Context: an optimization exercise on an open-source flow, tuned for small area and few clock cycles per item. The choices shown serve that exercise and are no tape-out recipe.
RTL that was checked went through simulation tests only; none was proved equivalent to the original.

Design rgba_color_matrix_core, start of the top module:
module rgba_color_matrix_core #(
	parameter int COEF_WIDTH     = 12,
	parameter int COEF_FRAC_BITS = 8
) (
	input  logic                            clk,
	input  logic                            arst_n,
	input  logic                            in_valid,
	output logic                            in_ready,
	input  logic [rcm_pkg::CHAN_W-1:0]      in_red,
	input  logic [rcm_pkg::CHAN_W-1:0]      in_green,
	input  logic [rcm_pkg::CHAN_W-1:0]      in_blue,
	input  logic [rcm_pkg::CHAN_W-1:0]      in_alpha,
	output logic                            out_valid,
	input  logic                            out_ready,
	output logic [rcm_pkg::CHAN_W-1:0]      out_red,
	output logic [rcm_pkg::CHAN_W-1:0]      out_green,
	output logic [rcm_pkg::CHAN_W-1:0]      out_blue,
	output logic [rcm_pkg::CHAN_W-1:0]      out_alpha,
	input  logic                            cfg_valid,
	output logic                            cfg_ready,
	input  logic [rcm_pkg::CFG_IDX_W-1:0]   cfg_index,
	input  logic [rcm_pkg::CFG_DATA_W-1:0]  cfg_data
);
Size in the first run: ~5,500 cells after synthesis, about 340 flip-flops, roughly 140 I/O pins, about 50,000 sq um of cells after synthesis.
==> flow/config.mk <==
export PLATFORM = sky130hd
export DESIGN_NAME = rgba_color_matrix_core
export DESIGN_NICKNAME = rgba_color_matrix_core
export VERILOG_FILES = /design/flow/design.v
export SDC_FILE = /design/flow/constraint.sdc
export NUM_CORES = 4
export LEC_CHECK = 0
export ABC_AREA = 1
export CAP_MARGIN = 20
export CORE_MARGIN = 2
export CORE_UTILIZATION = 40
export CTS_BUF_LIST = sky130_fd_sc_hd__clkbuf_4 sky130_fd_sc_hd__clkbuf_8
export SLEW_MARGIN = 20
==> flow/constraint.sdc <==
create_clock -name core_clock -period 8.0 [get_ports {clk}]
set_input_delay 1.6000 -clock core_clock [delete_from_list [all_inputs] [get_ports {clk}]]
set_output_delay 1.6000 -clock core_clock [all_outputs]
set_load 0.01 [all_outputs]
standard.sh (not shown) runs the stock make flow with config.mk's settings and CLKGATE_MAP_FILE= SYNTH_SCRIPT=/design/flow/synth_recipe.tcl, a recipe that flattens the netlist after the stock synthesis.
==> flow/flow/run.sh <==
#!/bin/bash
# Layout flow: the standard flow, except that Yosys's synth fine step runs
# without its quick abc pass (-noabc), so that extract_fa meets the adder
# tree's xor/majority logic as the RTL writes it and maps it to full adders
# without inverters around them. Everything else (the later abc mapping, the
# flip-flop mapping, flattening, renaming, floorplan to finish) is standard,
# except that the port buffers that global placement puts on every input and
# output are sky130_fd_sc_hd__buf_1 cells (BUFFER_PORTS_ARGS), and that Yosys
# maps carry chains with its own Brent-Kung look-ahead instead of ORFS's
# Kogge-Stone extra map (SYNTH_OPERATIONS_ARGS set, to a flag synth already
# gets, so that ORFS does not add the Kogge-Stone map).
set -euo pipefail
cd "$(dirname "$0")/.."
{
  echo 'proc synth {args} { if {[lsearch -glob $args "fine:*"] >= 0} { yosys synth -nofsm -noshare -noabc {*}$args } else { yosys synth -nofsm -noshare {*}$args } }'
  tail -n +2 synth_recipe.tcl
} > flow_synth.tcl
head -1 synth_recipe.tcl | grep -q '^proc synth' || { echo "unexpected synth_recipe.tcl" >&2; exit 1; }
sed -e "s|SYNTH_SCRIPT=[^ ]*|SYNTH_SCRIPT=$PWD/flow_synth.tcl 'BUFFER_PORTS_ARGS=-buffer_cell sky130_fd_sc_hd__buf_1' SYNTH_OPERATIONS_ARGS=-nofsm|" standard.sh > flow_standard.sh
grep -q "SYNTH_SCRIPT=$PWD/flow_synth.tcl" flow_standard.sh || { echo "could not set SYNTH_SCRIPT" >&2; exit 1; }
bash flow_standard.sh "$@" > flow_make.log 2>&1 || { tail -50 flow_make.log; exit 1; }
tail -5 flow_make.log
Next try:
Settings changed: CORE_UTILIZATION 40 to 55.
After rerunning:
- area after synthesis stays the same
- setup slack got worse by 0.029 ns
- clock-buffer cell count rises by 3
- flip-flop and latch count does not change
- fmax falls slightly
- global-route usage rises by 9.7 points
- routed wire length falls by a little under a tenth
- worst hold slack got worse by 0.0070 ns
- cell area falls by a few percent
Function was not checked in any run of this note: the RTL went through the layout flow alone.

* * *

rgba_color_matrix_core, a different RTL version from the one above (not shown whole).
For scale: ~4,700 cells after synthesis, roughly 340 flip-flops, roughly 47,000 sq um of cells after synthesis.
// rgba_color_matrix_core
module rgba_color_matrix_core #(
	parameter int COEF_WIDTH     = 12,
	parameter int COEF_FRAC_BITS = 8
) (
	input  logic                            clk,
	input  logic                            arst_n,
	input  logic                            in_valid,
	output logic                            in_ready,
	input  logic [rcm_pkg::CHAN_W-1:0]      in_red,
	input  logic [rcm_pkg::CHAN_W-1:0]      in_green,
	input  logic [rcm_pkg::CHAN_W-1:0]      in_blue,
	input  logic [rcm_pkg::CHAN_W-1:0]      in_alpha,
	output logic                            out_valid,
	input  logic                            out_ready,
	output logic [rcm_pkg::CHAN_W-1:0]      out_red,
	output logic [rcm_pkg::CHAN_W-1:0]      out_green,
	output logic [rcm_pkg::CHAN_W-1:0]      out_blue,
	output logic [rcm_pkg::CHAN_W-1:0]      out_alpha,
	input  logic                            cfg_valid,
	output logic                            cfg_ready,
	input  logic [rcm_pkg::CFG_IDX_W-1:0]   cfg_index,
	input  logic [rcm_pkg::CFG_DATA_W-1:0]  cfg_data
);
export LEC_CHECK = 0
export CAP_MARGIN = 20
export CORE_MARGIN = 2
export CORE_UTILIZATION = 52
export CTS_BUF_LIST = sky130_fd_sc_hd__clkbuf_4 sky130_fd_sc_hd__clkbuf_8
export SLEW_MARGIN = 20
create_clock -name core_clock -period 8.0 [get_ports {clk}]
==> flow/flow/run.sh <==
#!/bin/bash
# Layout flow: the standard flow with these changes to synthesis:
#  - Yosys's synth fine step runs without its quick abc pass (-noabc), so
#    extract_fa meets the adder tree's xor/majority logic as the RTL writes it
#    and maps it to full adders without inverters around them;
#  - the final abc technology mapping uses flow/abc_map.script, ORFS's area
#    script without its buffering and sizing (OpenROAD's repair does those),
#  - Yosys maps carry chains with its own Brent-Kung look-ahead instead of
#    ORFS's Kogge-Stone extra map (SYNTH_OPERATIONS_ARGS set to a flag synth
#    already gets, so that ORFS does not add the Kogge-Stone map).
# Global placement's port buffers are sky130_fd_sc_hd__buf_1 cells
# (BUFFER_PORTS_ARGS). Flip-flop mapping, flattening, renaming and the layout
# steps are standard.
set -euo pipefail
cd "$(dirname "$0")/.."
W=$PWD
head -1 synth_recipe.tcl | grep -q '^proc synth' || { echo "unexpected synth_recipe.tcl line 1" >&2; exit 1; }
sed -n 2p synth_recipe.tcl | grep -q 'source \$::env(SCRIPTS_DIR)/synth.tcl' || { echo "unexpected synth_recipe.tcl line 2" >&2; exit 1; }
grep -q '^  log_cmd abc {\*}\$abc_args$' "$FLOW_HOME/scripts/synth.tcl" || { echo "unexpected synth.tcl" >&2; exit 1; }
sed 's|^  log_cmd abc {\*}\$abc_args$|  log_cmd abc {*}[lreplace $abc_args 1 1 '"$W"'/flow/abc_map.script]|' "$FLOW_HOME/scripts/synth.tcl" > flow_synth_orfs.tcl
{
  echo 'proc synth {args} { if {[lsearch -glob $args "fine:*"] >= 0} { yosys synth -nofsm -noshare -noabc {*}$args } else { yosys synth -nofsm -noshare {*}$args } }'
  echo "source $W/flow_synth_orfs.tcl"
  tail -n +3 synth_recipe.tcl
} > flow_synth.tcl
sed "s|SYNTH_SCRIPT=[^ ]*|SYNTH_SCRIPT=$W/flow_synth.tcl 'BUFFER_PORTS_ARGS=-buffer_cell sky130_fd_sc_hd__buf_1' SYNTH_OPERATIONS_ARGS=-nofsm|" standard.sh > flow_standard.sh
grep -q "SYNTH_SCRIPT=$W/flow_synth.tcl" flow_standard.sh || { echo "could not set SYNTH_SCRIPT" >&2; exit 1; }
bash flow_standard.sh "$@" > flow_make.log 2>&1 || { tail -50 flow_make.log; exit 1; }
tail -5 flow_make.log
==> flow/flow/abc_map.script <==
strash
dch
map -B 0.9
topo
Testbench counts at the start, summed over its fixed seeds: cycles 8,384, items 8,192.
Edit:
- CORE_UTILIZATION: 52 -> 55
- CTS_BUF_LIST: sky130_fd_sc_hd__clkbuf_4 sky130_fd_sc_hd__clkbuf_8 -> sky130_fd_sc_hd__clkbuf_8 sky130_fd_sc_hd__clkbuf_16
- CTS_CLUSTER_DIAMETER: unset -> 60
- CTS_CLUSTER_SIZE: unset -> 20
What happened: Setup slack gets better by 0.013 ns; global-route usage grows by 1.6 points; synthesized cell count is unchanged; clock skew grows by 0.019 ns; synthesized area stays the same; wire length shrinks by 1.9%.
Edit:
- CTS_BUF_LIST: sky130_fd_sc_hd__clkbuf_8 sky130_fd_sc_hd__clkbuf_16 -> sky130_fd_sc_hd__clkbuf_2 sky130_fd_sc_hd__clkbuf_4
- CTS_CLUSTER_DIAMETER: 60 -> unset
- CTS_CLUSTER_SIZE: 20 -> unset
Worst setup slack is worse by 0.023 ns.
Count of clock-buffer cells in the layout came out higher by 83.
Critical path depth is lower by 1.
Utilization falls by 0.49 points.
Synthesized area does not change.
Wire length came out higher by about 0.6%.
Sequential share of layout area increases by 0.16 points.

-- what the ideal ports hide --
Ports are ideal in the flow. The routed layouts listed here were re-timed in OpenROAD. Step 1 (the two cells are an assumption about what drives the block):
set clk [get_ports {clk}]
set_driving_cell -lib_cell sky130_fd_sc_hd__clkbuf_16 $clk
set_driving_cell -lib_cell sky130_fd_sc_hd__buf_2 [delete_from_list [all_inputs] $clk]
Step 2 moves the port delays by t, midway between the first and last clock arrival at a register: inputs arrive t later, outputs are due t later. That takes back most of the time a late clock gives input paths. Slacks: ideal ports / drivers / drivers and shift; pairs: ideal ports / drivers.
| run | t, ns | setup slack, ns | worst setup path at the end | worst register clock-pin slew, ns |
|---|---|---|---|---|
| the first run of note 1 | 0.876 | 0.282 / 0.282 / 0.282 | register to register | 0.09 / 0.09 |
| the second run of note 1 | 0.803 | 0.253 / 0.253 / 0.253 | register to register | 0.07 / 0.07 |
| the first run of note 2 | 0.807 | 0.233 / 0.233 / 0.233 | register to register | 0.08 / 0.08 |
| the second run of note 2 | 0.743 | 0.246 / 0.246 / 0.246 | register to register | 0.08 / 0.08 |
| the third run of note 2 | 1.072 | 0.223 / 0.223 / 0.223 | register to register | 0.09 / 0.09 |
After both steps every run listed still meets setup and hold.
